Context: an optimization exercise on an open-source flow, tuned for small area. The choices shown serve that exercise and are no tape-out recipe. The RTL was checked by simulation tests, not by an equivalence proof against the original design. Power is estimated from default activity; no workload was simulated.

$ cat design/flow/flow/run.sh
#!/bin/bash
# Standard synthesis, then inverters pushed through full adders (fixinv.py), then the standard
# layout with clock-tree dummy loads off and single-drive port buffers.
set -euo pipefail
R=orfs/results/${FLOW_PLATFORM}/hb_interp/base
export CTS_ARGS="-sink_clustering_enable -repair_clock_nets -dont_use_dummy_load -buf_list sky130_fd_sc_hd__clkbuf_4 -sink_clustering_size 9 -sink_clustering_max_diameter 40"
export BUFFER_PORTS_ARGS="-buffer_cell sky130_fd_sc_hd__buf_1"
bash standard.sh synth > synth.log 2>&1
openroad -python -no_init -exit flow/fixinv.py "$R/1_synth.odb" "$R/1_synth.odb" > fixinv.log 2>&1
bash standard.sh finish > finish.log 2>&1
$ cat design/flow/flow/fixinv.py
# Push inverters through full-adder cells: FA(~a,~b,~c) = ~FA(a,b,c).
# Chooses, for each full adder, whether to implement it on complemented signals so that as few
# inverters as possible remain, then rewires the netlist with at most one inverter per signal.
import odb, sys, random
src, dst = sys.argv[1], sys.argv[2]
db = odb.dbDatabase.create()
odb.read_db(db, src)
block = db.getChip().getBlock()
INVM = db.findMaster("sky130_fd_sc_hd__inv_1")

def is_inv(inst):
    n = inst.getMaster().getName()
    return n.startswith("sky130_fd_sc_hd__inv_") or n.startswith("sky130_fd_sc_hd__clkinv_")
def is_fa(inst):
    return inst.getMaster().getName().startswith("sky130_fd_sc_hd__fa_")
def sig_iterms(inst):
    return [it for it in inst.getITerms() if it.getNet() is not None and it.getNet().getSigType() == "SIGNAL"]
def driver(net):
    for it in net.getITerms():
        if it.isOutputSignal(): return it
    return None

# inverters we may remove: no port on either side
free_inv = []
for inst in block.getInsts():
    if not is_inv(inst): continue
    a = inst.findITerm("A").getNet(); y = inst.findITerm("Y").getNet()
    if a is None or y is None: continue
    if len(a.getBTerms()) or len(y.getBTerms()): continue
    free_inv.append(inst)
free_set = set(i.getName() for i in free_inv)

root_cache = {}
def root(net):
    k = net.getName()
    if k in root_cache: return root_cache[k]
    d = driver(net)
    if d is not None and d.getInst().getName() in free_set:
        r, p = root(d.getInst().findITerm("A").getNet())
        res = (r, p ^ 1)
    else:
        res = (net, 0)
    root_cache[k] = res
    return res

# consumers per root: list of (iterm or bterm, pol, fa_inst_name or None)
cons = {}
roots = {}
for net in block.getNets():
    if net.getSigType() != "SIGNAL": continue
    r, p = root(net)
    rk = r.getName(); roots[rk] = r
    lst = cons.setdefault(rk, [])
    for it in net.getITerms():
        if it.isOutputSignal(): continue
        inst = it.getInst()
        if inst.getName() in free_set: continue
        lst.append((it, p, inst.getName() if is_fa(inst) else None))
    for bt in net.getBTerms():
        if bt.getIoType() == "OUTPUT":
            lst.append((bt, p, None))

fas = [i for i in block.getInsts() if is_fa(i)]
fa_out_roots = {}   # fa name -> root names driven
drv_fa = {}         # root name -> fa name
for f in fas:
    for pin in ("SUM", "COUT"):
        n = f.findITerm(pin).getNet()
        if n is None: continue
        drv_fa[n.getName()] = f.getName()
fa_in_roots = {f.getName(): set() for f in fas}
for rk, lst in cons.items():
    for (it, p, fn) in lst:
        if fn is not None: fa_in_roots[fn].add(rk)
fa_touch = {}
for f in fas:
    fn = f.getName()
    s = set(fa_in_roots[fn])
    for pin in ("SUM", "COUT"):
        n = f.findITerm(pin).getNet()
        if n is not None: s.add(n.getName())
    fa_touch[fn] = s

flip = {f.getName(): 0 for f in fas}
def cost(rk):
    dp = flip[drv_fa[rk]] if rk in drv_fa else 0
    need = set()
    for (it, p, fn) in cons.get(rk, []):
        need.add(p ^ (flip[fn] if fn else 0))
    return 1 if any(q != dp for q in need) else 0

total = sum(cost(rk) for rk in cons)
print("inverters before:", len(free_inv), "signals needing one (no flips):", total)
import math
random.seed(1)
order = [f.getName() for f in fas]
best = (total, dict(flip)); cur = total
N = 60000
for step in range(N):
    T = 1.5 * (1 - step / N) + 0.02
    fn = random.choice(order)
    before = sum(cost(rk) for rk in fa_touch[fn])
    flip[fn] ^= 1
    after = sum(cost(rk) for rk in fa_touch[fn])
    d = after - before
    if d <= 0 or random.random() < math.exp(-d / T):
        cur += d
        if cur < best[0]: best = (cur, dict(flip))
    else:
        flip[fn] ^= 1
flip = best[1]
total = sum(cost(rk) for rk in cons)
print("signals needing an inverter after flips:", total, "flipped:", sum(flip.values()))

# rebuild
cnt = [0]
inv_net = {}
def get_inv(rk):
    if rk in inv_net: return inv_net[rk]
    cnt[0] += 1
    n = odb.dbNet_create(block, f"pinv_n{cnt[0]}")
    i = odb.dbInst_create(block, INVM, f"pinv_{cnt[0]}")
    i.findITerm("A").connect(roots[rk])
    i.findITerm("Y").connect(n)
    inv_net[rk] = n
    return n
moves = []
for rk, lst in cons.items():
    dp = flip[drv_fa[rk]] if rk in drv_fa else 0
    for (it, p, fn) in lst:
        q = p ^ (flip[fn] if fn else 0)
        moves.append((it, rk, q != dp))
for (it, rk, inv) in moves:
    target = get_inv(rk) if inv else roots[rk]
    if isinstance(it, odb.dbITerm):
        if it.getNet() is None or it.getNet().getName() != target.getName():
            it.disconnect(); it.connect(target)
    else:
        if it.getNet().getName() != target.getName():
            raise SystemExit("output port would need rewiring: " + it.getName())
for inst in free_inv:
    odb.dbInst_destroy(inst)
for net in list(block.getNets()):
    if net.getSigType() == "SIGNAL" and len(net.getITerms()) == 0 and len(net.getBTerms()) == 0:
        odb.dbNet_destroy(net)
print("inverters after:", cnt[0])
odb.write_db(db, dst)
$ cat design/flow/standard.sh
#!/bin/bash
# synth_recipe.tcl (not shown) runs the flow's synth.tcl, then flattens the netlist and writes it again
# the make line also repeats each setting of config.mk as NAME=value (left out here)
make -C /OpenROAD-flow-scripts/flow DESIGN_CONFIG=/design/flow/config.mk WORK_HOME=/design/flow/orfs CLKGATE_MAP_FILE= SYNTH_SCRIPT=/design/flow/synth_recipe.tcl "${@:-finish}"
$ cat design/flow/config.mk
export PLATFORM = sky130hd
export DESIGN_NAME = hb_interp
export DESIGN_NICKNAME = hb_interp
export VERILOG_FILES = /design/flow/design.v
export SDC_FILE = /design/flow/constraint.sdc
export NUM_CORES = 4
export LEC_CHECK = 0
export CAP_MARGIN = 20
export CORE_MARGIN = 2
export CORE_UTILIZATION = 70
export GPL_TIMING_DRIVEN = 0
export SLEW_MARGIN = 20
$ cat design/flow/constraint.sdc
create_clock -name core_clock -period 14.0 [get_ports {clk}]
set_input_delay 2.8000 -clock core_clock [delete_from_list [all_inputs] [get_ports {clk}]]
set_output_delay 2.8000 -clock core_clock [all_outputs]
set_load 0.01 [all_outputs]
$ cat design/flow/design.v
module hb_interp #(
    parameter int WIDTH = 16
) (
    input  logic             clk,
    input  logic             rst,
    input  logic             bypass,
    input  logic             run,
    input  logic [8:0]       cpo,
    input  logic             stb_in,
    input  logic [WIDTH-1:0] data_in,
    output logic             stb_out,
    output logic [WIDTH-1:0] data_out,
    output logic             ovf
);
    logic [9:0]              s_q;
    logic [WIDTH-1:0]        dly_q [16];
    logic [4:0]              vcnt_q;
    logic [21:0]             acc_q;
    logic [1-1:0]           cr_q;
    logic [WIDTH-1:0]        fb0_q, fb1_q;
    logic                    c_pend_q;
    logic [8:0]              c_cnt_q;
    logic [1:0]              c_off_q;
    logic                    stb_out_q;
    logic [WIDTH-1:0]        data_out_q;
    logic                    ovf_q;
    logic [3:0] ph;
    logic slot_free_d, accept_d, drop_d, f_emit_d, c_emit_d;
    logic [15:0] vld;
    logic [3:0] lane [16];
    logic [4:0] r0, r1, r2, r3, r4, r5, r6, r7;
    logic [WIDTH-1:0] dout_d;
    logic sel_in, sel_hold, sel_f, sel_c;
    logic [3:0] sel_ck;
    logic [21:0] acc_d, res_v, res;
    logic [16:0] fv;
    logic [1-1:0] cr_d;
    logic [WIDTH-1:0] f_sat;
    logic [1:0] off_e;
    function automatic logic [WIDTH-1:0] pick4(input logic [WIDTH-1:0] a, b, c, d,
                                               input logic sa, sb, sc, sd);
        pick4 = ({WIDTH{sa}} & a) | ({WIDTH{sb}} & b) | ({WIDTH{sc}} & c) | ({WIDTH{sd}} & d);
    endfunction
    function automatic logic [4:0] add4(input logic [3:0] a, b);
        logic c;
        c = 1'b0;
        for (int i = 0; i < 4; i++) begin
            add4[i] = a[i] ^ b[i] ^ c;
            c = (a[i] & b[i]) | (a[i] & c) | (b[i] & c);
        end
        add4[4] = c;
    endfunction
    function automatic logic [21:0] add22(input logic [21:0] a, b);
        logic c;
        c = 1'b0;
        for (int i = 0; i < 22; i++) begin
            add22[i] = a[i] ^ b[i] ^ c;
            c = (a[i] & b[i]) | (a[i] & c) | (b[i] & c);
        end
    endfunction
    function automatic logic [15:0] thermo(input logic [3:0] n);
        thermo[0] = (n[0] & !n[1] & !n[2] & !n[3]) | (n[1] & !n[2] & !n[3]) | (n[2] & !n[3]) | (n[3]);
        thermo[1] = (n[1] & !n[2] & !n[3]) | (n[2] & !n[3]) | (n[3]);
        thermo[2] = (n[0] & n[1] & !n[2] & !n[3]) | (n[2] & !n[3]) | (n[3]);
        thermo[3] = (n[2] & !n[3]) | (n[3]);
        thermo[4] = (n[0] & !n[1] & n[2] & !n[3]) | (n[1] & n[2] & !n[3]) | (n[3]);
        thermo[5] = (n[1] & n[2] & !n[3]) | (n[3]);
        thermo[6] = (n[0] & n[1] & n[2] & !n[3]) | (n[3]);
        thermo[7] = (n[3]);
        thermo[8] = (n[0] & !n[1] & !n[2] & n[3]) | (n[1] & !n[2] & n[3]) | (n[2] & n[3]);
        thermo[9] = (n[1] & !n[2] & n[3]) | (n[2] & n[3]);
        thermo[10] = (n[0] & n[1] & !n[2] & n[3]) | (n[2] & n[3]);
        thermo[11] = (n[2] & n[3]);
        thermo[12] = (n[0] & !n[1] & n[2] & n[3]) | (n[1] & n[2] & n[3]);
        thermo[13] = (n[1] & n[2] & n[3]);
        thermo[14] = (n[0] & n[1] & n[2] & n[3]);
        thermo[15] = 1'b0;
    endfunction
    function automatic logic [8:0] dec9(input logic [8:0] a);
        logic b;
        b = 1'b1;
        for (int i = 0; i < 9; i++) begin
            dec9[i] = a[i] ^ b;
            b = b & !a[i];
        end
    endfunction
    function automatic logic [4:0] inc5(input logic [4:0] a);
        logic c;
        c = 1'b1;
        for (int i = 0; i < 5; i++) begin
            inc5[i] = a[i] ^ c;
            c = c & a[i];
        end
    endfunction
    always_comb begin
        ph = s_q[3:0];
        vld = vcnt_q[4] ? 16'hffff : thermo(vcnt_q[3:0]);
        for (int i = 0; i < 16; i++) begin
            for (int b = 0; b < 3; b++) begin
                lane[i][b] = vld[i] & ((ph[0] & dly_q[i][b]) | (ph[1] & dly_q[i][4+b]) |
                                       (ph[2] & dly_q[i][8+b]) | (ph[3] & dly_q[i][12+b]));
            end
            lane[i][3] = (vld[i] & ((ph[0] & dly_q[i][3]) | (ph[1] & dly_q[i][7]) | (ph[2] & dly_q[i][11]))) |
                         (ph[3] & !(vld[i] & dly_q[i][15]));
        end
        r0 = add4(lane[0], lane[15]);
        r1 = add4(lane[1], lane[14]);
        r2 = add4(lane[2], lane[13]);
        r3 = add4(lane[3], lane[12]);
        r4 = add4(lane[4], lane[11]);
        r5 = add4(lane[5], lane[10]);
        r6 = add4(lane[6], lane[9]);
        r7 = add4(lane[7], lane[8]);
        res = add22(acc_q, res_v);
        fv  = {~res[21], res[20:5]};
        if (fv[16] != fv[15]) f_sat = fv[16] ? 16'h8000 : 16'h7fff;
        else                  f_sat = fv[15:0];
        slot_free_d = !(s_q[0] | s_q[1] | s_q[2]);
        accept_d    = !bypass && run && stb_in && slot_free_d;
        drop_d      = !bypass && run && stb_in && !slot_free_d;
        f_emit_d    = run && s_q[9];
        c_emit_d    = run && c_pend_q && (c_cnt_q == 9'd1);
        off_e[1] = (accept_d & (s_q[3] | s_q[4] | s_q[5])) | (s_q[0] & (s_q[4] | s_q[5])) | (s_q[1] & s_q[5]);
        off_e[0] = (|{s_q[5:0], accept_d}) & !off_e[1];
        sel_in   = !rst && bypass && stb_in;
        sel_hold = !rst && (bypass ? !stb_in : !(f_emit_d || c_emit_d));
        sel_f    = !rst && !bypass && f_emit_d;
        sel_c    = !rst && !bypass && !f_emit_d && c_emit_d;
        for (int k = 0; k < 4; k++) sel_ck[k] = sel_c && (c_off_q == 2'(k)) && vld[7+k];
        dout_d = ({WIDTH{sel_in}} & data_in) | ({WIDTH{sel_hold}} & data_out_q) | ({WIDTH{sel_f}} & fb1_q) |
                 ({WIDTH{sel_ck[0]}} & dly_q[7]) | ({WIDTH{sel_ck[1]}} & dly_q[8]) |
                 ({WIDTH{sel_ck[2]}} & dly_q[9]) | ({WIDTH{sel_ck[3]}} & dly_q[10]);
    end
    logic bs0, bs1, bs2, bs3, bs4, bs5, bs6, bs7, bs8, bs9, bs10, bs11, bs12, bs13, bs14, bs15, bs16, bs17, bs19, bs20, bs21, kc5, kc6, kc8, kc12, kc13, s1, c1, s2, c2, s3, c3, s4, c4, s5, c5, s6, c6, s7, c7, s8, c8, s9, c9, s10, c10, s11, c11, s12, c12, s13, c13, s14, c14, s15, c15, s16, c16, s17, c17, s18, c18, s19, c19, s20, c20, s21, c21, s22, c22, s23, c23, s24, c24, s25, c25, s26, c26, s27, c27, s28, c28, s29, c29, s30, c30, s31, c31, s32, c32, s33, c33, s34, c34, s35, c35, s36, c36, s37, c37, s38, c38, s39, c39, s40, c40, s41, c41, s42, c42, s43, c43, s44, c44, s45, c45, s46, c46, s47, c47, s48, c48, s49, c49, s50, c50, s51, c51, s52, c52, s53, c53, s54, c54, s55, c55, s56, c56, s57, c57, s58, c58, s59, c59, s60, c60, s61, c61, s62, c62, s63, c63, s64, c64, s65, c65, s66, c66, s67, c67, s68, c68, s69, c69, s70, c70, s71, c71, s72, c72, s73, c73, s74, c74, s75, c75, s76, c76, s77, c77, s78, c78, s79, c79, s80, c80, s81, c81, s82, c82, s83, c83, s84, c84, s85, c85, s86, c86, s87, c87, s88, c88, s89, c89, s90, c90, s91, c91, s92, c92, s93, c93, s94, c94, s95, c95, s96, c96, s97, c97, s98, c98, s99, c99, s100, c100, s101, c101, s102, c102, s103, c103, s104, c104, s105, c105, s106, c106, s107, c107, s108, c108, s109, c109, s110, c110, s111, c111, s112, c112, s113, c113, s114, c114, s115, c115, s116, c116, s117, c117, s118, c118, s119, c119, s120, c120, s121, c121, s122, c122, s123, c123, s124, c124, s125, c125, s126, c126, s127, c127, s128, c128, s129, c129, s130, c130, s131, c131, s132, c132, s133, c133, s134, c134, s135, c135, s136, c136, s137, c137, s138, c138, s139, c139, s140, c140, s141, c141, s142, c142, s143, c143, s144, c144, s145, c145, s146, c146, s147, c147, s148, c148, s149, c149, s150, c150, s151, c151, s152, c152, s153, c153, s154, c154, s155, c155, s156, c156, s157, c157, s158, c158, s159, c159, s160, c160, s161, c161, s162, c162, s163, c163, s164, c164, s165, c165, s166, c166, s167, c167, s168, c168, s169, c169, s170, c170, s171, c171, s172, c172, s173, c173, s174, c174, s175, c175, s176, c176, s177, c177, s178, c178, s179, c179, s180, c180, s181, c181, s182, c182, s183, c183, s184, c184, s185, c185, s186, c186, s187, c187, s188, c188, s189, c189, s190, c190, s191, c191, s192, c192, s193, c193, s194, c194, s195, c195, s196, c196, s197, c197, s198, c198, s199, c199, s200, c200, s201, c201, s202, c202, s203, c203, s204, c204, s205, c205, s206, c206, s207, c207, s208, c208, s209, c209;
    assign bs0 = ph[0] ? 1'b0 : acc_q[4];
    assign bs1 = ph[0] ? 1'b0 : acc_q[5];
    assign bs2 = ph[0] ? 1'b0 : acc_q[6];
    assign bs3 = ph[0] ? 1'b0 : acc_q[7];
    assign bs4 = ph[0] ? 1'b0 : acc_q[8];
    assign bs5 = ph[0] ? 1'b1 : acc_q[9];
    assign kc5 = !ph[0];
    assign bs6 = ph[0] ? 1'b1 : acc_q[10];
    assign kc6 = !ph[0] & !ph[3];
    assign bs7 = ph[0] ? 1'b0 : acc_q[11];
    assign bs8 = ph[0] ? 1'b0 : acc_q[12];
    assign kc8 = ph[3];
    assign bs9 = ph[0] ? 1'b0 : acc_q[13];
    assign bs10 = ph[0] ? 1'b0 : acc_q[14];
    assign bs11 = ph[0] ? 1'b0 : acc_q[15];
    assign bs12 = ph[0] ? 1'b1 : acc_q[16];
    assign kc12 = !ph[0];
    assign bs13 = ph[0] ? 1'b1 : acc_q[17];
    assign kc13 = !ph[0];
    assign bs14 = ph[0] ? 1'b0 : acc_q[18];
    assign bs15 = ph[0] ? 1'b0 : acc_q[19];
    assign bs16 = ph[0] ? 1'b1 : acc_q[20];
    assign bs17 = ph[0] ? 1'b0 : acc_q[21];
    assign bs19 = ph[0] | (!ph[0] & !ph[3]) | ph[3];
    assign bs20 = ph[0] | (!ph[0] & !ph[3]) | ph[3];
    assign bs21 = ph[0] | (!ph[0] & !ph[3]) | ph[3];
    assign s1 = r1[1] ^ r3[3];
    assign c1 = r1[1] | r3[3];
    assign s2 = r1[2] ^ r3[4] ^ r5[0];
    assign c2 = (r1[2] & r3[4]) | (r1[2] & r5[0]) | (r3[4] & r5[0]);
    assign s3 = r6[3] ^ r7[4] ^ r7[1];
    assign c3 = (r6[3] & r7[4]) | (r6[3] & r7[1]) | (r7[4] & r7[1]);
    assign s4 = r0[4] ^ r0[2];
    assign c4 = r0[4] & r0[2];
    assign s5 = r1[3] ^ r5[1] ^ r6[4];
    assign c5 = (r1[3] & r5[1]) | (r1[3] & r6[4]) | (r5[1] & r6[4]);
    assign s6 = r1[4] ^ r1[0] ^ r5[2];
    assign c6 = (r1[4] & r1[0]) | (r1[4] & r5[2]) | (r1[0] & r5[2]);
    assign s7 = r0[0] ^ r1[1];
    assign c7 = r0[0] | r1[1];
    assign s8 = r0[1] ^ r1[2] ^ r2[0];
    assign c8 = (r0[1] & r1[2]) | (r0[1] & r2[0]) | (r1[2] & r2[0]);
    assign s9 = r1[0] ^ r3[2] ^ r6[1];
    assign c9 = (r1[0] & r3[2]) | (r1[0] & r6[1]) | (r3[2] & r6[1]);
    assign s10 = r0[2] ^ r7[2];
    assign c10 = r0[2] & ~r7[2];
    assign s11 = r6[2] ^ r7[3] ^ r7[0];
    assign c11 = (r6[2] & r7[3]) | (r6[2] & r7[0]) | (r7[3] & r7[0]);
    assign s12 = s1 ^ r0[3] ^ r0[1];
    assign c12 = (s1 & r0[3]) | (s1 & r0[1]) | (r0[3] & r0[1]);
    assign s13 = r1[3] ^ r2[3] ^ r2[0];
    assign c13 = (r1[3] & r2[3]) | (r1[3] & r2[0]) | (r2[3] & r2[0]);
    assign s14 = c1 ^ s2 ^ s3;
    assign c14 = (c1 & s2) | (c1 & s3) | (s2 & s3);
    assign s15 = s4 ^ r0[0] ^ r1[4];
    assign c15 = (s4 & r0[0]) | (s4 & r1[4]) | (r0[0] & r1[4]);
    assign s16 = r2[4] ^ r2[1] ^ r3[0];
    assign c16 = (r2[4] & r2[1]) | (r2[4] & r3[0]) | (r2[1] & r3[0]);
    assign s17 = r4[4] ^ r4[2];
    assign c17 = r4[4] & r4[2];
    assign s18 = c2 ^ c3 ^ s5;
    assign c18 = (c2 & c3) | (c2 & s5) | (c3 & s5);
    assign s19 = ~r7[2] ^ c4 ^ r0[3];
    assign c19 = (~r7[2] & c4) | (~r7[2] & r0[3]) | (c4 & r0[3]);
    assign s20 = r0[1] ^ r2[2] ^ r3[1];
    assign c20 = (r0[1] & r2[2]) | (r0[1] & r3[1]) | (r2[2] & r3[1]);
    assign s21 = r4[3] ^ r4[0] ^ bs5;
    assign c21 = (r4[3] & r4[0]) | (r4[3] & bs5) | (r4[0] & bs5);
    assign s22 = c5 ^ s6 ^ r5[0];
    assign c22 = (c5 & s6) | (c5 & r5[0]) | (s6 & r5[0]);
    assign s23 = r7[3] ^ r7[0] ^ ~r0[4];
    assign c23 = (r7[3] & r7[0]) | (r7[3] & ~r0[4]) | (r7[0] & ~r0[4]);
    assign s24 = r0[2] ^ r2[3] ^ r3[2];
    assign c24 = (r0[2] & r2[3]) | (r0[2] & r3[2]) | (r2[3] & r3[2]);
    assign s25 = r4[4] ^ r4[1] ^ bs6;
    assign c25 = (r4[4] & r4[1]) | (r4[4] & bs6) | (r4[1] & bs6);
    assign s26 = c6 ^ r3[0] ^ r5[3];
    assign c26 = (c6 & r3[0]) | (c6 & r5[3]) | (r3[0] & r5[3]);
    assign s27 = r5[1] ^ r6[0] ^ r7[4];
    assign c27 = (r5[1] & r6[0]) | (r5[1] & r7[4]) | (r6[0] & r7[4]);
    assign s28 = ~r7[1] ^ s7 ^ r0[3];
    assign c28 = (~r7[1] & s7) | (~r7[1] & r0[3]) | (s7 & r0[3]);
    assign s29 = r2[4] ^ r3[3] ^ r4[2];
    assign c29 = (r2[4] & r3[3]) | (r2[4] & r4[2]) | (r3[3] & r4[2]);
    assign s30 = c7 ^ s8 ^ r3[1];
    assign c30 = (c7 & s8) | (c7 & r3[1]) | (s8 & r3[1]);
    assign s31 = r5[4] ^ r5[2] ^ r5[0];
    assign c31 = (r5[4] & r5[2]) | (r5[4] & r5[0]) | (r5[2] & r5[0]);
    assign s32 = r6[1] ^ r7[2] ^ ~r0[4];
    assign c32 = (r6[1] & r7[2]) | (r6[1] & ~r0[4]) | (r7[2] & ~r0[4]);
    assign s33 = r3[4] ^ r4[3] ^ bs8;
    assign c33 = (r3[4] & r4[3]) | (r3[4] & bs8) | (r4[3] & bs8);
    assign s34 = c8 ^ r0[2] ^ r1[3];
    assign c34 = (c8 & r0[2]) | (c8 & r1[3]) | (r0[2] & r1[3]);
    assign s35 = r2[1] ^ r3[2] ^ r5[3];
    assign c35 = (r2[1] & r3[2]) | (r2[1] & r5[3]) | (r3[2] & r5[3]);
    assign s36 = r5[1] ^ r6[2] ^ r7[3];
    assign c36 = (r5[1] & r6[2]) | (r5[1] & r7[3]) | (r6[2] & r7[3]);
    assign s37 = r1[0] ^ r4[4] ^ r7[0];
    assign c37 = (r1[0] & r4[4]) | (r1[0] & r7[0]) | (r4[4] & r7[0]);
    assign s38 = r0[3] ^ r1[4] ^ r2[2];
    assign c38 = (r0[3] & r1[4]) | (r0[3] & r2[2]) | (r1[4] & r2[2]);
    assign s39 = r2[0] ^ r3[3] ^ r3[0];
    assign c39 = (r2[0] & r3[3]) | (r2[0] & r3[0]) | (r3[3] & r3[0]);
    assign s40 = r5[4] ^ r5[2] ^ r6[3];
    assign c40 = (r5[4] & r5[2]) | (r5[4] & r6[3]) | (r5[2] & r6[3]);
    assign s41 = ~r7[4] ^ r1[1] ^ r7[1];
    assign c41 = (~r7[4] & r1[1]) | (~r7[4] & r7[1]) | (r1[1] & r7[1]);
    assign s42 = r0[4] ^ r2[3] ^ r2[1];
    assign c42 = (r0[4] & r2[3]) | (r0[4] & r2[1]) | (r2[3] & r2[1]);
    assign s43 = r3[4] ^ r3[1] ^ r5[3];
    assign c43 = (r3[4] & r3[1]) | (r3[4] & r5[3]) | (r3[1] & r5[3]);
    assign s44 = ~r6[4] ^ r1[2] ^ r4[0];
    assign c44 = (~r6[4] & r1[2]) | (~r6[4] & r4[0]) | (r1[2] & r4[0]);
    assign s45 = r2[4] ^ r2[2] ^ r3[2];
    assign c45 = (r2[4] & r2[2]) | (r2[4] & r3[2]) | (r2[2] & r3[2]);
    assign s46 = r5[4] ^ r5[0] ^ ~r1[3];
    assign c46 = (r5[4] & r5[0]) | (r5[4] & ~r1[3]) | (r5[0] & ~r1[3]);
    assign s47 = r3[0] ^ r4[1];
    assign c47 = r3[0] & r4[1];
    assign s48 = r2[3] ^ r3[3] ^ r4[0];
    assign c48 = (r2[3] & r3[3]) | (r2[3] & r4[0]) | (r3[3] & r4[0]);
    assign s49 = ~r5[1] ^ r1[4] ^ r3[1];
    assign c49 = (~r5[1] & r1[4]) | (~r5[1] & r3[1]) | (r1[4] & r3[1]);
    assign s50 = r4[2] ^ r6[0];
    assign c50 = r4[2] & r6[0];
    assign s51 = r2[4] ^ r3[4] ^ r4[1];
    assign c51 = (r2[4] & r3[4]) | (r2[4] & r4[1]) | (r3[4] & r4[1]);
    assign s52 = ~r5[2] ^ r3[2] ^ r4[3];
    assign c52 = (~r5[2] & r3[2]) | (~r5[2] & r4[3]) | (r3[2] & r4[3]);
    assign s53 = r4[2] ^ r5[3] ^ r6[0];
    assign c53 = (r4[2] & r5[3]) | (r4[2] & r6[0]) | (r5[3] & r6[0]);
    assign s54 = r4[3] ^ r5[4];
    assign c54 = r4[3] | r5[4];
    assign s55 = r3[0] ^ r7[0] ^ ~r0[0];
    assign c55 = (r3[0] & r7[0]) | (r3[0] & ~r0[0]) | (r7[0] & ~r0[0]);
    assign s56 = r3[1] ^ r6[0] ^ r7[1];
    assign c56 = (r3[1] & r6[0]) | (r3[1] & r7[1]) | (r6[0] & r7[1]);
    assign s57 = r0[1] ^ r1[1] ^ r2[1];
    assign c57 = (r0[1] & r1[1]) | (r0[1] & r2[1]) | (r1[1] & r2[1]);
    assign s58 = s9 ^ s10 ^ ~r0[0];
    assign c58 = (s9 & s10) | (s9 & ~r0[0]) | (s10 & ~r0[0]);
    assign s59 = r1[2] ^ r2[2] ^ r4[2];
    assign c59 = (r1[2] & r2[2]) | (r1[2] & r4[2]) | (r2[2] & r4[2]);
    assign s60 = r4[0] ^ r5[2];
    assign c60 = r4[0] & r5[2];
    assign s61 = c9 ^ s11 ^ ~c10;
    assign c61 = (c9 & s11) | (c9 & ~c10) | (s11 & ~c10);
    assign s62 = s12 ^ s13 ^ r4[3];
    assign c62 = (s12 & s13) | (s12 & r4[3]) | (s13 & r4[3]);
    assign s63 = r4[1] ^ r5[3] ^ bs3;
    assign c63 = (r4[1] & r5[3]) | (r4[1] & bs3) | (r5[3] & bs3);
    assign s64 = c11 ^ s14 ^ ~c12;
    assign c64 = (c11 & s14) | (c11 & ~c12) | (s14 & ~c12);
    assign s65 = c13 ^ s15 ^ s16;
    assign c65 = (c13 & s15) | (c13 & s16) | (s15 & s16);
    assign s66 = s17 ^ r5[4] ^ bs4;
    assign c66 = (s17 & r5[4]) | (s17 & bs4) | (r5[4] & bs4);
    assign s67 = c14 ^ s18 ^ ~c15;
    assign c67 = (c14 & s18) | (c14 & ~c15) | (s18 & ~c15);
    assign s68 = c16 ^ c17 ^ s19;
    assign c68 = (c16 & c17) | (c16 & s19) | (c17 & s19);
    assign s69 = s20 ^ s21 ^ kc5;
    assign c69 = (s20 & s21) | (s20 & kc5) | (s21 & kc5);
    assign s70 = c18 ^ s22 ^ s23;
    assign c70 = (c18 & s22) | (c18 & s23) | (s22 & s23);
    assign s71 = c19 ^ c20 ^ c21;
    assign c71 = (c19 & c20) | (c19 & c21) | (c20 & c21);
    assign s72 = s24 ^ s25 ^ kc6;
    assign c72 = (s24 & s25) | (s24 & kc6) | (s25 & kc6);
    assign s73 = c22 ^ c23 ^ s26;
    assign c73 = (c22 & c23) | (c22 & s26) | (c23 & s26);
    assign s74 = ~s27 ^ c24 ^ c25;
    assign c74 = (~s27 & c24) | (~s27 & c25) | (c24 & c25);
    assign s75 = s28 ^ s29 ^ bs7;
    assign c75 = (s28 & s29) | (s28 & bs7) | (s29 & bs7);
    assign s76 = c26 ^ c27 ^ s30;
    assign c76 = (c26 & c27) | (c26 & s30) | (c27 & s30);
    assign s77 = s31 ^ s32 ^ ~c28;
    assign c77 = (s31 & s32) | (s31 & ~c28) | (s32 & ~c28);
    assign s78 = c29 ^ s33 ^ kc8;
    assign c78 = (c29 & s33) | (c29 & kc8) | (s33 & kc8);
    assign s79 = c30 ^ c31 ^ c32;
    assign c79 = (c30 & c31) | (c30 & c32) | (c31 & c32);
    assign s80 = s34 ^ s35 ^ s36;
    assign c80 = (s34 & s35) | (s34 & s36) | (s35 & s36);
    assign s81 = c33 ^ s37 ^ bs9;
    assign c81 = (c33 & s37) | (c33 & bs9) | (s37 & bs9);
    assign s82 = c34 ^ c35 ^ c36;
    assign c82 = (c34 & c35) | (c34 & c36) | (c35 & c36);
    assign s83 = s38 ^ s39 ^ s40;
    assign c83 = (s38 & s39) | (s38 & s40) | (s39 & s40);
    assign s84 = c37 ^ s41 ^ bs10;
    assign c84 = (c37 & s41) | (c37 & bs10) | (s41 & bs10);
    assign s85 = c38 ^ c39 ^ c40;
    assign c85 = (c38 & c39) | (c38 & c40) | (c39 & c40);
    assign s86 = s42 ^ s43 ^ ~c41;
    assign c86 = (s42 & s43) | (s42 & ~c41) | (s43 & ~c41);
    assign s87 = s44 ^ r7[2] ^ bs11;
    assign c87 = (s44 & r7[2]) | (s44 & bs11) | (r7[2] & bs11);
    assign s88 = c42 ^ c43 ^ s45;
    assign c88 = (c42 & c43) | (c42 & s45) | (c43 & s45);
    assign s89 = ~s46 ^ c44 ^ s47;
    assign c89 = (~s46 & c44) | (~s46 & s47) | (c44 & s47);
    assign s90 = r7[3] ^ bs12 ^ kc12;
    assign c90 = (r7[3] & bs12) | (r7[3] & kc12) | (bs12 & kc12);
    assign s91 = c45 ^ c46 ^ s48;
    assign c91 = (c45 & c46) | (c45 & s48) | (c46 & s48);
    assign s92 = c47 ^ s49 ^ s50;
    assign c92 = (c47 & s49) | (c47 & s50) | (s49 & s50);
    assign s93 = r7[4] ^ bs13 ^ kc13;
    assign c93 = (r7[4] & bs13) | (r7[4] & kc13) | (bs13 & kc13);
    assign s94 = c48 ^ s51 ^ ~c49;
    assign c94 = (c48 & s51) | (c48 & ~c49) | (s51 & ~c49);
    assign s95 = c50 ^ s52 ^ r5[0];
    assign c95 = (c50 & s52) | (c50 & r5[0]) | (s52 & r5[0]);
    assign s96 = r6[1] ^ r7[0] ^ bs14;
    assign c96 = (r6[1] & r7[0]) | (r6[1] & bs14) | (r7[0] & bs14);
    assign s97 = c51 ^ s53 ^ ~c52;
    assign c97 = (c51 & s53) | (c51 & ~c52) | (s53 & ~c52);
    assign s98 = r3[3] ^ r4[4] ^ r5[1];
    assign c98 = (r3[3] & r4[4]) | (r3[3] & r5[1]) | (r4[4] & r5[1]);
    assign s99 = r6[2] ^ r7[1] ^ bs15;
    assign c99 = (r6[2] & r7[1]) | (r6[2] & bs15) | (r7[1] & bs15);
    assign s100 = c53 ^ r6[1] ^ ~s54;
    assign c100 = (c53 & r6[1]) | (c53 & ~s54) | (r6[1] & ~s54);
    assign s101 = r3[4] ^ r5[2] ^ r6[3];
    assign c101 = (r3[4] & r5[2]) | (r3[4] & r6[3]) | (r5[2] & r6[3]);
    assign s102 = r7[2] ^ r7[0] ^ bs16;
    assign c102 = (r7[2] & r7[0]) | (r7[2] & bs16) | (r7[0] & bs16);
    assign s103 = c54 ^ r4[4] ^ r6[2];
    assign c103 = (c54 & r4[4]) | (c54 & r6[2]) | (r4[4] & r6[2]);
    assign s104 = r5[3] ^ r6[4] ^ r7[3];
    assign c104 = (r5[3] & r6[4]) | (r5[3] & r7[3]) | (r6[4] & r7[3]);
    assign s105 = r7[1] ^ bs17;
    assign c105 = r7[1] & bs17;
    assign s106 = r5[4] ^ r6[3];
    assign c106 = r5[4] & ~r6[3];
    assign s107 = ~s55 ^ r1[0] ^ r2[0];
    assign c107 = (~s55 & r1[0]) | (~s55 & r2[0]) | (r1[0] & r2[0]);
    assign s108 = c55 ^ s56 ^ ~s57;
    assign c108 = (c55 & s56) | (c55 & ~s57) | (s56 & ~s57);
    assign s109 = r4[1] ^ r5[1];
    assign c109 = r4[1] & r5[1];
    assign s110 = c56 ^ s58 ^ ~c57;
    assign c110 = (c56 & s58) | (c56 & ~c57) | (s58 & ~c57);
    assign s111 = s59 ^ s60 ^ bs2;
    assign c111 = (s59 & s60) | (s59 & bs2) | (s60 & bs2);
    assign s112 = c58 ^ s61 ^ ~c59;
    assign c112 = (c58 & s61) | (c58 & ~c59) | (s61 & ~c59);
    assign s113 = c60 ^ s62 ^ s63;
    assign c113 = (c60 & s62) | (c60 & s63) | (s62 & s63);
    assign s114 = c61 ^ s64 ^ ~c62;
    assign c114 = (c61 & s64) | (c61 & ~c62) | (s64 & ~c62);
    assign s115 = c63 ^ s65 ^ s66;
    assign c115 = (c63 & s65) | (c63 & s66) | (s65 & s66);
    assign s116 = c64 ^ s67 ^ ~c65;
    assign c116 = (c64 & s67) | (c64 & ~c65) | (s67 & ~c65);
    assign s117 = c66 ^ s68 ^ s69;
    assign c117 = (c66 & s68) | (c66 & s69) | (s68 & s69);
    assign s118 = c67 ^ s70 ^ ~c68;
    assign c118 = (c67 & s70) | (c67 & ~c68) | (s70 & ~c68);
    assign s119 = c69 ^ s71 ^ s72;
    assign c119 = (c69 & s71) | (c69 & s72) | (s71 & s72);
    assign s120 = c70 ^ s73 ^ ~c71;
    assign c120 = (c70 & s73) | (c70 & ~c71) | (s73 & ~c71);
    assign s121 = c72 ^ s74 ^ s75;
    assign c121 = (c72 & s74) | (c72 & s75) | (s74 & s75);
    assign s122 = c73 ^ s76 ^ s77;
    assign c122 = (c73 & s76) | (c73 & s77) | (s76 & s77);
    assign s123 = c74 ^ c75 ^ s78;
    assign c123 = (c74 & c75) | (c74 & s78) | (c75 & s78);
    assign s124 = c76 ^ c77 ^ s79;
    assign c124 = (c76 & c77) | (c76 & s79) | (c77 & s79);
    assign s125 = ~s80 ^ c78 ^ s81;
    assign c125 = (~s80 & c78) | (~s80 & s81) | (c78 & s81);
    assign s126 = c79 ^ c80 ^ s82;
    assign c126 = (c79 & c80) | (c79 & s82) | (c80 & s82);
    assign s127 = ~s83 ^ c81 ^ s84;
    assign c127 = (~s83 & c81) | (~s83 & s84) | (c81 & s84);
    assign s128 = c82 ^ c83 ^ s85;
    assign c128 = (c82 & c83) | (c82 & s85) | (c83 & s85);
    assign s129 = ~s86 ^ c84 ^ s87;
    assign c129 = (~s86 & c84) | (~s86 & s87) | (c84 & s87);
    assign s130 = c85 ^ c86 ^ s88;
    assign c130 = (c85 & c86) | (c85 & s88) | (c86 & s88);
    assign s131 = c87 ^ s89 ^ s90;
    assign c131 = (c87 & s89) | (c87 & s90) | (s89 & s90);
    assign s132 = c88 ^ s91 ^ ~c89;
    assign c132 = (c88 & s91) | (c88 & ~c89) | (s91 & ~c89);
    assign s133 = c90 ^ s92 ^ s93;
    assign c133 = (c90 & s92) | (c90 & s93) | (s92 & s93);
    assign s134 = c91 ^ s94 ^ ~c92;
    assign c134 = (c91 & s94) | (c91 & ~c92) | (s94 & ~c92);
    assign s135 = c93 ^ s95 ^ s96;
    assign c135 = (c93 & s95) | (c93 & s96) | (s95 & s96);
    assign s136 = c94 ^ s97 ^ ~c95;
    assign c136 = (c94 & s97) | (c94 & ~c95) | (s97 & ~c95);
    assign s137 = c96 ^ s98 ^ s99;
    assign c137 = (c96 & s98) | (c96 & s99) | (s98 & s99);
    assign s138 = c97 ^ s100 ^ ~c98;
    assign c138 = (c97 & s100) | (c97 & ~c98) | (s100 & ~c98);
    assign s139 = c99 ^ s101 ^ s102;
    assign c139 = (c99 & s101) | (c99 & s102) | (s101 & s102);
    assign s140 = c100 ^ s103 ^ ~c101;
    assign c140 = (c100 & s103) | (c100 & ~c101) | (s103 & ~c101);
    assign s141 = c102 ^ s104 ^ s105;
    assign c141 = (c102 & s104) | (c102 & s105) | (s104 & s105);
    assign s142 = c103 ^ s106 ^ ~c104;
    assign c142 = (c103 & s106) | (c103 & ~c104) | (s106 & ~c104);
    assign s143 = c105 ^ r7[4] ^ r7[2];
    assign c143 = (c105 & r7[4]) | (c105 & r7[2]) | (r7[4] & r7[2]);
    assign s144 = ~r6[4] ^ c106 ^ r7[3];
    assign c144 = (~r6[4] & c106) | (~r6[4] & r7[3]) | (c106 & r7[3]);
    assign s145 = s107 ^ r4[0];
    assign c145 = s107 & r4[0];
    assign s146 = ~s108 ^ c107 ^ s109;
    assign c146 = (~s108 & c107) | (~s108 & s109) | (c107 & s109);
    assign s147 = c108 ^ s110 ^ ~c109;
    assign c147 = (c108 & s110) | (c108 & ~c109) | (s110 & ~c109);
    assign s148 = c110 ^ s112 ^ ~c111;
    assign c148 = (c110 & s112) | (c110 & ~c111) | (s112 & ~c111);
    assign s149 = c112 ^ s114 ^ ~c113;
    assign c149 = (c112 & s114) | (c112 & ~c113) | (s114 & ~c113);
    assign s150 = c114 ^ s116 ^ ~c115;
    assign c150 = (c114 & s116) | (c114 & ~c115) | (s116 & ~c115);
    assign s151 = c116 ^ s118 ^ ~c117;
    assign c151 = (c116 & s118) | (c116 & ~c117) | (s118 & ~c117);
    assign s152 = c118 ^ s120 ^ ~c119;
    assign c152 = (c118 & s120) | (c118 & ~c119) | (s120 & ~c119);
    assign s153 = c120 ^ s122 ^ ~c121;
    assign c153 = (c120 & s122) | (c120 & ~c121) | (s122 & ~c121);
    assign s154 = c122 ^ s124 ^ ~c123;
    assign c154 = (c122 & s124) | (c122 & ~c123) | (s124 & ~c123);
    assign s155 = c124 ^ s126 ^ ~c125;
    assign c155 = (c124 & s126) | (c124 & ~c125) | (s126 & ~c125);
    assign s156 = c126 ^ s128 ^ ~c127;
    assign c156 = (c126 & s128) | (c126 & ~c127) | (s128 & ~c127);
    assign s157 = c128 ^ s130 ^ ~c129;
    assign c157 = (c128 & s130) | (c128 & ~c129) | (s130 & ~c129);
    assign s158 = c130 ^ s132 ^ ~c131;
    assign c158 = (c130 & s132) | (c130 & ~c131) | (s132 & ~c131);
    assign s159 = c132 ^ s134 ^ ~c133;
    assign c159 = (c132 & s134) | (c132 & ~c133) | (s134 & ~c133);
    assign s160 = c134 ^ s136 ^ ~c135;
    assign c160 = (c134 & s136) | (c134 & ~c135) | (s136 & ~c135);
    assign s161 = c136 ^ s138 ^ ~c137;
    assign c161 = (c136 & s138) | (c136 & ~c137) | (s138 & ~c137);
    assign s162 = c138 ^ s140 ^ ~c139;
    assign c162 = (c138 & s140) | (c138 & ~c139) | (s140 & ~c139);
    assign s163 = c140 ^ s142 ^ ~c141;
    assign c163 = (c140 & s142) | (c140 & ~c141) | (s142 & ~c141);
    assign s164 = ~c142 ^ c143 ^ s144;
    assign c164 = (~c142 & c143) | (~c142 & s144) | (c143 & s144);
    assign s165 = c144 ^ r7[4];
    assign c165 = c144 & r7[4];
    assign s166 = s145 ^ r5[0];
    assign c166 = s145 & r5[0];
    assign s167 = c145 ^ s146 ^ bs1;
    assign c167 = (c145 & s146) | (c145 & bs1) | (s146 & bs1);
    assign s168 = ~s147 ^ c146 ^ s111;
    assign c168 = (~s147 & c146) | (~s147 & s111) | (c146 & s111);
    assign s169 = c147 ^ s148 ^ ~s113;
    assign c169 = (c147 & s148) | (c147 & ~s113) | (s148 & ~s113);
    assign s170 = c148 ^ s149 ^ ~s115;
    assign c170 = (c148 & s149) | (c148 & ~s115) | (s149 & ~s115);
    assign s171 = c149 ^ s150 ^ ~s117;
    assign c171 = (c149 & s150) | (c149 & ~s117) | (s150 & ~s117);
    assign s172 = c150 ^ s151 ^ ~s119;
    assign c172 = (c150 & s151) | (c150 & ~s119) | (s151 & ~s119);
    assign s173 = c151 ^ s152 ^ ~s121;
    assign c173 = (c151 & s152) | (c151 & ~s121) | (s152 & ~s121);
    assign s174 = c152 ^ s153 ^ ~s123;
    assign c174 = (c152 & s153) | (c152 & ~s123) | (s153 & ~s123);
    assign s175 = c153 ^ s154 ^ ~s125;
    assign c175 = (c153 & s154) | (c153 & ~s125) | (s154 & ~s125);
    assign s176 = c154 ^ s155 ^ ~s127;
    assign c176 = (c154 & s155) | (c154 & ~s127) | (s155 & ~s127);
    assign s177 = c155 ^ s156 ^ ~s129;
    assign c177 = (c155 & s156) | (c155 & ~s129) | (s156 & ~s129);
    assign s178 = c156 ^ s157 ^ ~s131;
    assign c178 = (c156 & s157) | (c156 & ~s131) | (s157 & ~s131);
    assign s179 = c157 ^ s158 ^ ~s133;
    assign c179 = (c157 & s158) | (c157 & ~s133) | (s158 & ~s133);
    assign s180 = c158 ^ s159 ^ ~s135;
    assign c180 = (c158 & s159) | (c158 & ~s135) | (s159 & ~s135);
    assign s181 = c159 ^ s160 ^ ~s137;
    assign c181 = (c159 & s160) | (c159 & ~s137) | (s160 & ~s137);
    assign s182 = c160 ^ s161 ^ ~s139;
    assign c182 = (c160 & s161) | (c160 & ~s139) | (s161 & ~s139);
    assign s183 = c161 ^ s162 ^ ~s141;
    assign c183 = (c161 & s162) | (c161 & ~s141) | (s162 & ~s141);
    assign s184 = c162 ^ s163 ^ ~s143;
    assign c184 = (c162 & s163) | (c162 & ~s143) | (s163 & ~s143);
    assign s185 = ~c163 ^ s164 ^ bs19;
    assign c185 = (~c163 & s164) | (~c163 & bs19) | (s164 & bs19);
    assign s186 = c164 ^ s165 ^ bs20;
    assign c186 = (c164 & s165) | (c164 & bs20) | (s165 & bs20);
    assign s187 = c165 ^ bs21;
    assign c187 = c165 & bs21;
    assign s188 = s166 ^ bs0;
    assign c188 = s166 & bs0;
    assign s189 = c166 ^ s167 ^ c188;
    assign c189 = (c166 & s167) | (c166 & c188) | (s167 & c188);
    assign s190 = c167 ^ s168 ^ c189;
    assign c190 = (c167 & s168) | (c167 & c189) | (s168 & c189);
    assign s191 = c168 ^ ~s169 ^ c190;
    assign c191 = (c168 & ~s169) | (c168 & c190) | (~s169 & c190);
    assign s192 = c169 ^ s170 ^ ~c191;
    assign c192 = (c169 & s170) | (c169 & ~c191) | (s170 & ~c191);
    assign s193 = c170 ^ s171 ^ c192;
    assign c193 = (c170 & s171) | (c170 & c192) | (s171 & c192);
    assign s194 = c171 ^ s172 ^ c193;
    assign c194 = (c171 & s172) | (c171 & c193) | (s172 & c193);
    assign s195 = c172 ^ s173 ^ c194;
    assign c195 = (c172 & s173) | (c172 & c194) | (s173 & c194);
    assign s196 = c173 ^ s174 ^ c195;
    assign c196 = (c173 & s174) | (c173 & c195) | (s174 & c195);
    assign s197 = c174 ^ s175 ^ c196;
    assign c197 = (c174 & s175) | (c174 & c196) | (s175 & c196);
    assign s198 = c175 ^ s176 ^ c197;
    assign c198 = (c175 & s176) | (c175 & c197) | (s176 & c197);
    assign s199 = c176 ^ s177 ^ c198;
    assign c199 = (c176 & s177) | (c176 & c198) | (s177 & c198);
    assign s200 = c177 ^ s178 ^ c199;
    assign c200 = (c177 & s178) | (c177 & c199) | (s178 & c199);
    assign s201 = c178 ^ s179 ^ c200;
    assign c201 = (c178 & s179) | (c178 & c200) | (s179 & c200);
    assign s202 = c179 ^ s180 ^ c201;
    assign c202 = (c179 & s180) | (c179 & c201) | (s180 & c201);
    assign s203 = c180 ^ s181 ^ c202;
    assign c203 = (c180 & s181) | (c180 & c202) | (s181 & c202);
    assign s204 = c181 ^ s182 ^ c203;
    assign c204 = (c181 & s182) | (c181 & c203) | (s182 & c203);
    assign s205 = c182 ^ s183 ^ c204;
    assign c205 = (c182 & s183) | (c182 & c204) | (s183 & c204);
    assign s206 = c183 ^ s184 ^ c205;
    assign c206 = (c183 & s184) | (c183 & c205) | (s184 & c205);
    assign s207 = c184 ^ ~s185 ^ c206;
    assign c207 = (c184 & ~s185) | (c184 & c206) | (~s185 & c206);
    assign s208 = c185 ^ s186 ^ ~c207;
    assign c208 = (c185 & s186) | (c185 & ~c207) | (s186 & ~c207);
    assign s209 = c186 ^ s187 ^ c208;
    assign c209 = (c186 & s187) | (c186 & c208) | (s187 & c208);
    assign acc_d = {s209, s208, ~s207, ~s206, ~s205, ~s204, ~s203, ~s202, ~s201, ~s200, ~s199, ~s198, ~s197, ~s196, ~s195, ~s194, ~s193, ~s192, s191, s190, s189, s188};
    assign cr_d = 1'b0;
    assign res_v = {1'b0, 1'b0, 1'b0, 1'b0, 1'b0, 1'b0, 1'b0, 1'b0, 1'b0, 1'b0, 1'b0, 1'b0, 1'b0, 1'b0, 1'b0, 1'b0, 1'b0, 1'b0, 1'b0, 1'b0, 1'b0, 1'b0};
    always_ff @(posedge clk) begin
        if (accept_d) begin
            for (int i = 15; i > 0; i--) dly_q[i] <= dly_q[i-1];
            dly_q[0] <= data_in;
        end
        acc_q <= acc_d;
        cr_q  <= cr_d;
        if (s_q[4]) fb0_q <= f_sat;
        if (s_q[8]) fb1_q <= fb0_q;
        if (f_emit_d) begin
            c_cnt_q <= cpo;
            c_off_q <= off_e;
        end else begin
            c_cnt_q <= dec9(c_cnt_q);
            c_off_q <= {c_off_q[1] ^ (c_off_q[0] & accept_d), c_off_q[0] ^ accept_d};
        end
        if (rst) begin
            s_q        <= '0;
            vcnt_q     <= '0;
            c_pend_q   <= 1'b0;
            stb_out_q  <= 1'b0;
            ovf_q      <= 1'b0;
        end else begin
            s_q <= {s_q[8:0] & {9{run}}, accept_d};
            if (accept_d && !vcnt_q[4]) vcnt_q <= inc5(vcnt_q);
            if (!run)            c_pend_q <= 1'b0;
            else if (f_emit_d)   c_pend_q <= 1'b1;
            else if (c_emit_d)   c_pend_q <= 1'b0;
            if (drop_d || (f_emit_d && c_pend_q)) ovf_q <= 1'b1;
            stb_out_q <= bypass ? stb_in : (f_emit_d || c_emit_d);
        end
        data_out_q <= dout_d;
    end
    assign stb_out  = stb_out_q;
    assign data_out = data_out_q;
    assign ovf      = ovf_q;
endmodule
==> results of run 1 <==
[cell type report]
class                      count  area (sq um)
sequential                   351          9913
multi-input combinational    699          7671
fill                        1556          6048
tap                          330         412.9
inverter                      97         371.6
clock buffer                  49         367.9
buffer                        50         290.3
timing repair buffer          51         246.5
antenna                        2         5.005
[final timing paths]
check                                          from             endpoint  slack (ps)  cells past startpoint
worst max-delay path              s_q[1]$_SDFF_PP0_    acc_q[21]$_DFF_P_         390                     35
worst min-delay path            fb0_q[10]$_DFFE_PP_  fb1_q[10]$_DFFE_PP_         410                      0
worst max register to register    s_q[1]$_SDFF_PP0_    acc_q[21]$_DFF_P_         390                     35
worst min register to register  fb0_q[10]$_DFFE_PP_  fb1_q[10]$_DFFE_PP_         410                      0
[stage by stage]
stage	hold slack, ps	power, uW	instance area [sq um]	cells	TNS [ps]
final	406.5	2321	19280	1629	0
after global routing	414.4	2452	19280	1628	0
after CTS	409.8	2329	19200	1625	0
after detailed placement	405.7	1867	18820	1577	-1345
after global placement	400.0	1833	18750	1575	-803.5
after floorplan	400.3	1673	18160	1198	0
[routing by layer]
| layer | vias to the layer above | global-route usage, % | share of wire [%] |
|---|---|---|---|
| met4 | 0 | 16.01 | 4.8 |
| met1 | 5727 | 53.26 | 35 |
| met5 | - | 0 | 0 |
| met2 | 912 | 61.86 | 47 |
| li1 | 4559 | - | - |
| met3 | 178 | 11.19 | 13 |
[worst register-to-register path, delay by kind of cell, from the launching register on]
kind	cells	cell delay, ps
adders and majority gates	27	11490
xor gates and xnor gates	1	130
buffers and inverters	5	1020
DFF	1	390
AOI/OAI and AO/OA	2	430
[state kept, by name, summed over array words and instances (netlist names), 2 cells and up]
signal,count
s_q,10
fb1_q,16
c_cnt_q,9
fb0_q,16
data_out_q,16
vcnt_q,5
c_off_q,2
acc_q,18
dly_q,256
[placed cells by master (no fill, tap or decap), types with 5 or more instances in the layout]
master      n
nor2b_1     5
a22oi_1   123
nor2_1     36
o21ai_0    25
clkbuf_1   17
edfxtp_1  288
ha_1       44
and2_1      9
a21oi_1    39
clkbuf_2    9
a21o_1     15
a222oi_1   32
fa_1      207
dfxtp_1    60
buf_1      52
xnor2_1     6
nand2b_1   10
inv_1      95
nand3_1    18
buf_4       6
clkbuf_4   55
nand2_1    72
[power groups by stage]
stage	logic [uW]	clock network, uW	registers (uW)
floorplan	409	0	1260
global placement	546	0	1290
detailed placement	586	0	1280
CTS	586	486	1260
global route	666	525	1260
finish	574	488	1260
[what timing repair did]
item	4_1_cts	5_1_grt
buffers inserted	0	2
setup endpoints to repair	3	2
resized for setup	15	35
hold endpoints to repair	0	0
==> results.sh, run 1 <==
export IMPL_die_w_microns=165.1
export IMPL_final_core_util_pct=76.12
export IMPL_p_sw_share_pct=30.33
export IMPL_post_route_period_util_pct=97.23
export IMPL_yosys_warnings=3
export IMPL_fin_crit_ps=13610
export IMPL_ir_drop_uv=149.3
export IMPL_areaGrowthSynthToFinish_pct=6.160
export IMPL_p_sw_uw=704.1
export IMPL_powerDensity_nw_per_um2=120.4
export IMPL_vias_per_cell=6.983
export IMPL_cts_buffers=49
export IMPL_clock_sinks=351
export IMPL_clkTransAtPathRegs_ps=100
export IMPL_drive_above_1_share_pct=8.481
export IMPL_finalClockSkew_ps=121.2
export IMPL_ant_nets=0
export IMPL_hpwl_mm=38.60
export IMPL_finalSetupViolCount=0
export IMPL_finalHoldViolations=0
export IMPL_wl_per_cell_microns=31.16
export IMPL_start_util_pct=71.70
export IMPL_antenna_found_initial=1
export IMPL_start_kind="flop"
export IMPL_cts_hold_buf=0
export IMPL_nNetsFinal=1583
export IMPL_grt_setup_unrepaired="false"
export IMPL_cts_root_buffer="clkbuf_4"
export IMPL_crit_buf_inv=5
export IMPL_routed_wirelength_mm=50.76
export IMPL_slowest_stage="fa_1"
export IMPL_worstSkewPairLatency_ps=730
export IMPL_clkPwrFrac_pct=21.0
export IMPL_end_kind="flop"
export IMPL_post_route_drc_count=0
export IMPL_critPathMaxFanout=10
export IMPL_vias=11380
export IMPL_synth_nets=1482
export IMPL_core_area_sq_um=25330
export IMPL_grt_max_degree=120
export IMPL_grt_ovfl_total=0
export IMPL_leakage_uw=0.006720
export IMPL_syn_area_per_cell_sq_um=15.16
export IMPL_cp_common_cell="fa_1"
export IMPL_max_cap_violations=0
export IMPL_fp_dieArea_sq_um=27250
export IMPL_outcome="complete, no violations"
export IMPL_critPathRequiredTime_ps=14600
export IMPL_die_y_microns=165.1
export IMPL_drt_pass1_iter_count=9
export IMPL_cts_buffer_depth=3
export IMPL_io_pin_count=48
export IMPL_tritoncts="done"
export IMPL_portBuffers=47
export IMPL_worst_pin_slew_ps=985.0
export IMPL_grt_pass1_wl_mm=74.22
export IMPL_min_path_type="reg2reg"
export IMPL_crit_type="reg2reg"
export IMPL_p_seq_share_pct=54.2
export IMPL_place_ws_ps=-637.6
export IMPL_grt_pass1_vias=11630
export IMPL_rows=58
export IMPL_fin_ws_ps=387.6
export IMPL_first_iter_violations=2109
export IMPL_htreeDepth=2
export IMPL_intPower_uw=1617
export IMPL_gp_congestion=1.018
export IMPL_crit_family="adder cells"
export IMPL_critPathMaxStageDelay_ps=570
export IMPL_power_frac_comb_pct=24.7
export IMPL_slew_violations=0
export IMPL_maxSlewHeadroom_pct=34.25
export IMPL_arrival_ps=14210
export IMPL_track_usage_pct=39.51
export IMPL_syn_area_sq_um=18160
export IMPL_fmax_ghz=0.07346
export IMPL_syn_inst=1198
==> run 2, diff against run 1 <==
==> design/flow/flow/run.sh (replaced) <==
#!/bin/bash
# Standard synthesis, then inverters pushed through full adders (fixinv.py), then the standard
# layout with clock-tree dummy loads off and single-drive port buffers.
set -euo pipefail
R=orfs/results/${FLOW_PLATFORM}/hb_interp/base
export CTS_ARGS="-sink_clustering_enable -repair_clock_nets -dont_use_dummy_load -buf_list sky130_fd_sc_hd__clkbuf_4 -sink_clustering_size 11 -sink_clustering_max_diameter 40"
export BUFFER_PORTS_ARGS="-buffer_cell sky130_fd_sc_hd__buf_1"
bash standard.sh synth > synth.log 2>&1
openroad -python -no_init -exit flow/fixinv.py "$R/1_synth.odb" "$R/1_synth.odb" > fixinv.log 2>&1
bash standard.sh finish > finish.log 2>&1
--- a/design/flow/config.mk
+++ b/design/flow/config.mk
@@ -8,5 +8,4 @@
 export CAP_MARGIN = 20
 export CORE_MARGIN = 2
 export CORE_UTILIZATION = 70
-export GPL_TIMING_DRIVEN = 0
 export SLEW_MARGIN = 20
==> run 2 against run 1 <==
Via count is 5.5% lower. Combinational power is 5.1% higher. Still clean. Worst hold slack worse by 13 ps. Sequential power hardly changed. Cell area is 1.5% lower. Final cell count is 2.5% lower. Register-to-register slack better by 160 ps. Clock power is 5.5% lower. Largest power group unchanged. Die area stayed put.
==> results.sh, run 2 <==
export IMPL_outcome="complete, no violations"
export IMPL_slowest_stage="dfxtp_1"
export IMPL_final_setup_tns_ps=0
export IMPL_synth_nets=1482
export IMPL_total_power_uw=2333
export IMPL_post_route_period_util_pct=96.11
export IMPL_grt_pass1_vias=11090
export IMPL_ant_nets=0
export IMPL_areaGrowthSynthToFinish_pct=4.568
export IMPL_die_y_microns=165.1
export IMPL_first_iter_violations=1791
export IMPL_grt_max_degree=133
export IMPL_critPathRequiredTime_ps=14540
export IMPL_post_cts_setup_buffer_count=0
export IMPL_grt_pass1_wl_mm=70.10
export IMPL_rows=58
export IMPL_syn_inst=1198
export IMPL_placed_area_sq_um=18650
export IMPL_grt_ovfl_total=0
export IMPL_grt_setup_unrepaired="false"
export IMPL_die_w_microns=165.1
export IMPL_finalClockSkew_ps=141.1
export IMPL_wl_met1_mm=17.61
export IMPL_syn_area_per_cell_sq_um=15.16
export IMPL_ir_drop_uv=185.0
export IMPL_worstSkewPairLatency_ps=730
export IMPL_drt_pass1_iter_count=8
export IMPL_cts_hold_buf=0
export IMPL_fp_dieArea_sq_um=27250
export IMPL_largest_register_ffs=256
export IMPL_track_usage_pct=36.91
export IMPL_end_kind="flop"
export IMPL_arrival_ps=13990
export IMPL_wl_met3_mm=6.106
export IMPL_dr_max_layer_used="met4"
export IMPL_finalSetupViolCount=0
export IMPL_clkTransAtPathRegs_ps=120
export IMPL_min_path_type="reg2reg"
export IMPL_core_area_sq_um=25330
export IMPL_mostFrequentLayoutCells="288 x edfxtp_1, 210 x fa_1, 123 x a22oi_1, 96 x inv_1, 72 x nand2_1"
export IMPL_cts_buffer_depth=3
export IMPL_start_util_pct=71.70
export IMPL_drive_above_1_share_pct=6.762
export IMPL_leakage_uw=0.006595
export IMPL_vias=10750
export IMPL_antenna_found_initial=1
export IMPL_max_cap_violations=0
export IMPL_vias_per_cell=6.768
export IMPL_syn_area_sq_um=18160
export IMPL_gp_congestion=0.9977
export IMPL_critPathMaxStageDelay_ps=700
export IMPL_clock_sinks=351
export IMPL_fin_crit_ps=13450
export IMPL_cts_resized=0
export IMPL_cts_root_buffer="clkbuf_4"
export IMPL_portBuffers=47
export IMPL_worst_pin_slew_ps=1127
export IMPL_dr_wl_met2_mm=21.26
export IMPL_fmax_ghz=0.07432
export IMPL_cts_buffers=45
export IMPL_wl_per_cell_microns=29.48
export IMPL_crit_family="adder cells"
export IMPL_routed_wirelength_mm=46.82
export IMPL_slew_violations=0
export IMPL_crit_buf_inv=2
export IMPL_stdcell_area_sq_um=18990
export IMPL_start_kind="flop"
export IMPL_finalHoldViolations=0
export IMPL_tritoncts="done"
export IMPL_final_common_cell="edfxtp_1"
export IMPL_htreeDepth=2
export IMPL_critPathMaxFanout=13
export IMPL_yosys_warnings=3
export IMPL_nNetsFinal=1543
export IMPL_top_register="dly_q"
export IMPL_post_route_drc_count=0
export IMPL_crit_type="reg2reg"
export IMPL_powerDensity_nw_per_um2=122.9
export IMPL_largestRegisters="dly_q: 256 flops, acc_q: 18 flops"
export IMPL_hpwl_mm=35.86
export IMPL_cp_common_cell="fa_1"
export IMPL_maxSlewHeadroom_pct=24.33
export IMPL_io_pin_count=48
-- run 2: worst paths after layout --
kind                     startpoint               endpoint  slack, ps  depth (start not counted)
max          vcnt_q[4]$_SDFFE_PP0P_      acc_q[21]$_DFF_P_        550                         32
min           dly_q[0][8]$_DFFE_PP_  dly_q[1][8]$_DFFE_PP_        390                          0
max reg2reg  vcnt_q[4]$_SDFFE_PP0P_      acc_q[21]$_DFF_P_        550                         32
min reg2reg   dly_q[0][8]$_DFFE_PP_  dly_q[1][8]$_DFFE_PP_        390                          0
-- run 2: per-stage QoR --
stage               setup slack [ps]  hold WS [ps]  std cells  util [%]
finish                         545.3         393.9       1588     74.98
global route                   97.84         393.9       1588     74.98
floorplan                       1372         400.3       1198         -
detailed placement             586.7         406.3       1542     73.63
CTS                            559.5         392.8       1587     74.97
global placement               775.9         403.4       1542     73.63
-- run 2: final cells by class --
type,instances,area [sq um]
Fill cell,1522,6337
Sequential cell,351,9917
Timing Repair Buffer,65,311.5
Clock buffer,45,337.8
Inverter,97,371.6
Multi-Input combinational cell,699,7636
Tap cell,330,412.9
Antenna cell,1,2.502
-- run 2: layer usage --
metal	GRT usage (%)	vias to the layer above
met4	13.44	0
met1	53.51	5386
met3	10.71	91
met5	0	-
li1	-	4472
met2	54.45	798
-- run 2: power by group --
group          internal, uW  switching (uW)  leakage, uW
registers              1210            58.3      0.00316
logic                   257             346      0.00323
clock network           147             314     0.000207
total                  1610             718      0.00660
==> run 3, diff against run 2 <==
==> design/flow/flow/run.sh (replaced) <==
#!/bin/bash
# Standard synthesis, then inverters pushed through full adders (fixinv.py), then the standard
# layout with clock-tree dummy loads off and single-drive port buffers.
set -euo pipefail
R=orfs/results/${FLOW_PLATFORM}/hb_interp/base
export CTS_ARGS="-sink_clustering_enable -repair_clock_nets -dont_use_dummy_load -buf_list sky130_fd_sc_hd__clkbuf_4 -sink_clustering_size 10 -sink_clustering_max_diameter 35"
export BUFFER_PORTS_ARGS="-buffer_cell sky130_fd_sc_hd__buf_1"
bash standard.sh synth > synth.log 2>&1
openroad -python -no_init -exit flow/fixinv.py "$R/1_synth.odb" "$R/1_synth.odb" > fixinv.log 2>&1
bash standard.sh finish > finish.log 2>&1
==> run 3 against run 2 <==
Still clean. Power increased by 0.81%. Non-clock buffer count unchanged. Critical path depth unchanged. Register-to-register slack about the same. Routed wire length increased by 0.24%. Combinational power about the same. Largest cell class unchanged.
==> results.sh, run 3 <==
export IMPL_outcome="complete, no violations"
export IMPL_first_iter_violations=1802
export IMPL_cp_common_cell="fa_1"
export IMPL_post_cts_setup_buffer_count=0
export IMPL_dr_wl_met2_mm=21.16
export IMPL_syn_inst=1198
export IMPL_final_common_cell="edfxtp_1"
export IMPL_worstSkewPairLatency_ps=720
export IMPL_post_route_drc_count=0
export IMPL_cts_buffers=50
export IMPL_die_w_microns=165.1
export IMPL_min_path_type="reg2reg"
export IMPL_cts_buffer_depth=3
export IMPL_gp_congestion=0.9977
export IMPL_cts_hold_buf=0
export IMPL_syn_area_sq_um=18160
export IMPL_arrival_ps=13980
export IMPL_slowest_stage="dfxtp_1"
export IMPL_maxSlewHeadroom_pct=23.02
export IMPL_hpwl_mm=35.86
export IMPL_worst_pin_slew_ps=1146
export IMPL_final_setup_tns_ps=0
export IMPL_stdcell_area_sq_um=19030
export IMPL_grt_max_degree=133
export IMPL_routed_wirelength_mm=46.93
export IMPL_grt_ovfl_total=0
export IMPL_areaGrowthSynthToFinish_pct=4.775
export IMPL_r2r_cells=32
export IMPL_dr_max_layer_used="met4"
export IMPL_core_area_sq_um=25330
export IMPL_placed_area_sq_um=18650
export IMPL_critPathMaxFanout=13
export IMPL_rr_endpoint="acc_q[21]$_DFF_P_"
export IMPL_top_register="dly_q"
export IMPL_clock_sinks=351
export IMPL_setup_worst_path_start="vcnt_q[4]$_SDFFE_PP0P_"
export IMPL_start_kind="flop"
export IMPL_wl_met3_mm=6.275
export IMPL_cts_root_buffer="clkbuf_4"
export IMPL_wl_met1_mm=17.68
export IMPL_grt_pass1_wl_mm=70.35
export IMPL_start_util_pct=71.70
export IMPL_ir_drop_uv=185.0
export IMPL_mostFrequentLayoutCells="288 x edfxtp_1, 210 x fa_1, 123 x a22oi_1, 96 x inv_1, 72 x nand2_1"
export IMPL_largestRegisters="dly_q: 256 flops, acc_q: 18 flops"
export IMPL_yosys_warnings=3
export IMPL_slew_violations=0
export IMPL_clkTransAtPathRegs_ps=90
export IMPL_syn_area_per_cell_sq_um=15.16
export IMPL_fin_crit_ps=13450
export IMPL_portBuffers=47
export IMPL_cts_resized=0
export IMPL_post_route_period_util_pct=96.10
export IMPL_grt_setup_unrepaired="false"
export IMPL_wl_per_cell_microns=29.46
export IMPL_drive_above_1_share_pct=7.132
export IMPL_fill_cells=1507
export IMPL_crit_type="reg2reg"
export IMPL_finalHoldViolations=0
export IMPL_max_cap_violations=0
export IMPL_tritoncts="done"
export IMPL_hold_depth=0
export IMPL_powerDensity_nw_per_um2=123.6
export IMPL_r2r_start="vcnt_q[4]$_SDFFE_PP0P_"
export IMPL_critPathRequiredTime_ps=14530
export IMPL_largest_register_ffs=256
export IMPL_finalSetupViolCount=0
export IMPL_finalClockSkew_ps=115.7
export IMPL_r2r_slack_ps=550
export IMPL_drt_pass1_iter_count=7
export IMPL_fmax_ghz=0.07433
export IMPL_vias=10780
export IMPL_antenna_found_initial=1
export IMPL_total_power_uw=2352
export IMPL_grt_pass1_vias=11180
export IMPL_leakage_uw=0.006618
export IMPL_htreeDepth=2
export IMPL_rows=58
export IMPL_holdCritStartpoint="fb0_q[13]$_DFFE_PP_"
export IMPL_nNetsFinal=1548
export IMPL_die_y_microns=165.1
export IMPL_critPathMaxStageDelay_ps=680
export IMPL_vias_per_cell=6.765
export IMPL_hold_path_end="fb1_q[13]$_DFFE_PP_"
export IMPL_io_pin_count=48
export IMPL_fp_dieArea_sq_um=27250
export IMPL_track_usage_pct=37.03
export IMPL_synth_nets=1482
export IMPL_end_kind="flop"
export IMPL_ant_nets=0
[run 3: layout make-up]
type	instances	area, sq um	share of cell area (%)
Multi-Input combinational cell	699	7636	40.13
Tap cell	330	412.9	2.170
Inverter	97	371.6	1.953
Timing Repair Buffer	65	311.5	1.637
Sequential cell	351	9917	52.12
Antenna cell	1	2.502	0.01315
Clock buffer	50	375.4	1.973
[run 3: critical path: cells and delay by family (launching register included)]
| kind | cells | cell delay (ps) |
|---|---|---|
| adder cells (fa/ha/maj) | 26 | 11260 |
| buffers and inverters | 2 | 300 |
| AND/OR/NAND/NOR | 2 | 410 |
| AO/OA/AOI/OAI | 1 | 570 |
| flip-flops | 1 | 680 |
| XOR/XNOR | 1 | 130 |
[run 3: how the worst max path moves through the flow]
stage	slack, ps	to
5_1_grt	60	acc_q[21]$_DFF_P_
6_report	550	acc_q[21]$_DFF_P_
4_1_cts	540	acc_q[21]$_DFF_P_
2_1_floorplan	1370	acc_q[21]$_DFF_P_
3_5_place_dp	590	acc_q[21]$_DFF_P_
3_3_place_gp	780	acc_q[21]$_DFF_P_
[run 3: through the flow]
step | instances | util, % | hold WS (ps) | setup WS [ps]
floorplan | 1198 | - | 400.3 | 1372
global placement | 1542 | 73.63 | 403.4 | 775.9
detailed placement | 1542 | 73.63 | 406.3 | 586.7
CTS | 1592 | 75.12 | 389.4 | 536.1
global route | 1593 | 75.13 | 401.3 | 62.91
finish | 1593 | 75.13 | 408.2 | 546.1
[run 3: where the power goes]
part	switching (uW)	total, uW	internal, uW
combinational	345	602	257
clock	318	481	163
sequential	58.9	1270	1210
total	722	2350	1630
[run 3: metal layers]
layer | GRT usage, % | vias to the layer above
met3 | 11.11 | 103
met5 | 0 | -
met2 | 54.79 | 785
li1 | - | 4474
met4 | 13.08 | 0
met1 | 53.45 | 5415

separate check: timing with driven ports:
The flow's constraints put no driver on any port. The routed layouts listed below were extracted and timed again, unchanged, in two steps.
Step 1 assumes that a clkbuf_16 drives the clock port and a buf_2 every other input.
Step 2 times the ports against the registers' clock, not the clock port: input delays grow and output delays shrink by t, the midpoint of the rising clock arrivals with the driver on.
Three values: no drivers, after step 1, after step 2; two values: the first two.
| run | t, ns | slack for setup (ns) | worst data-port slew with drivers (ns) |
|---|---|---|---|
| run 1 | 0.720 | 0.388 / 0.388 / 0.388 | 0.04 |
| run 2 | 0.702 | 0.545 / 0.545 / 0.545 | 0.04 |
| run 3 | 0.704 | 0.546 / 0.546 / 0.546 | 0.04 |
After both steps every run listed still meets setup and hold.
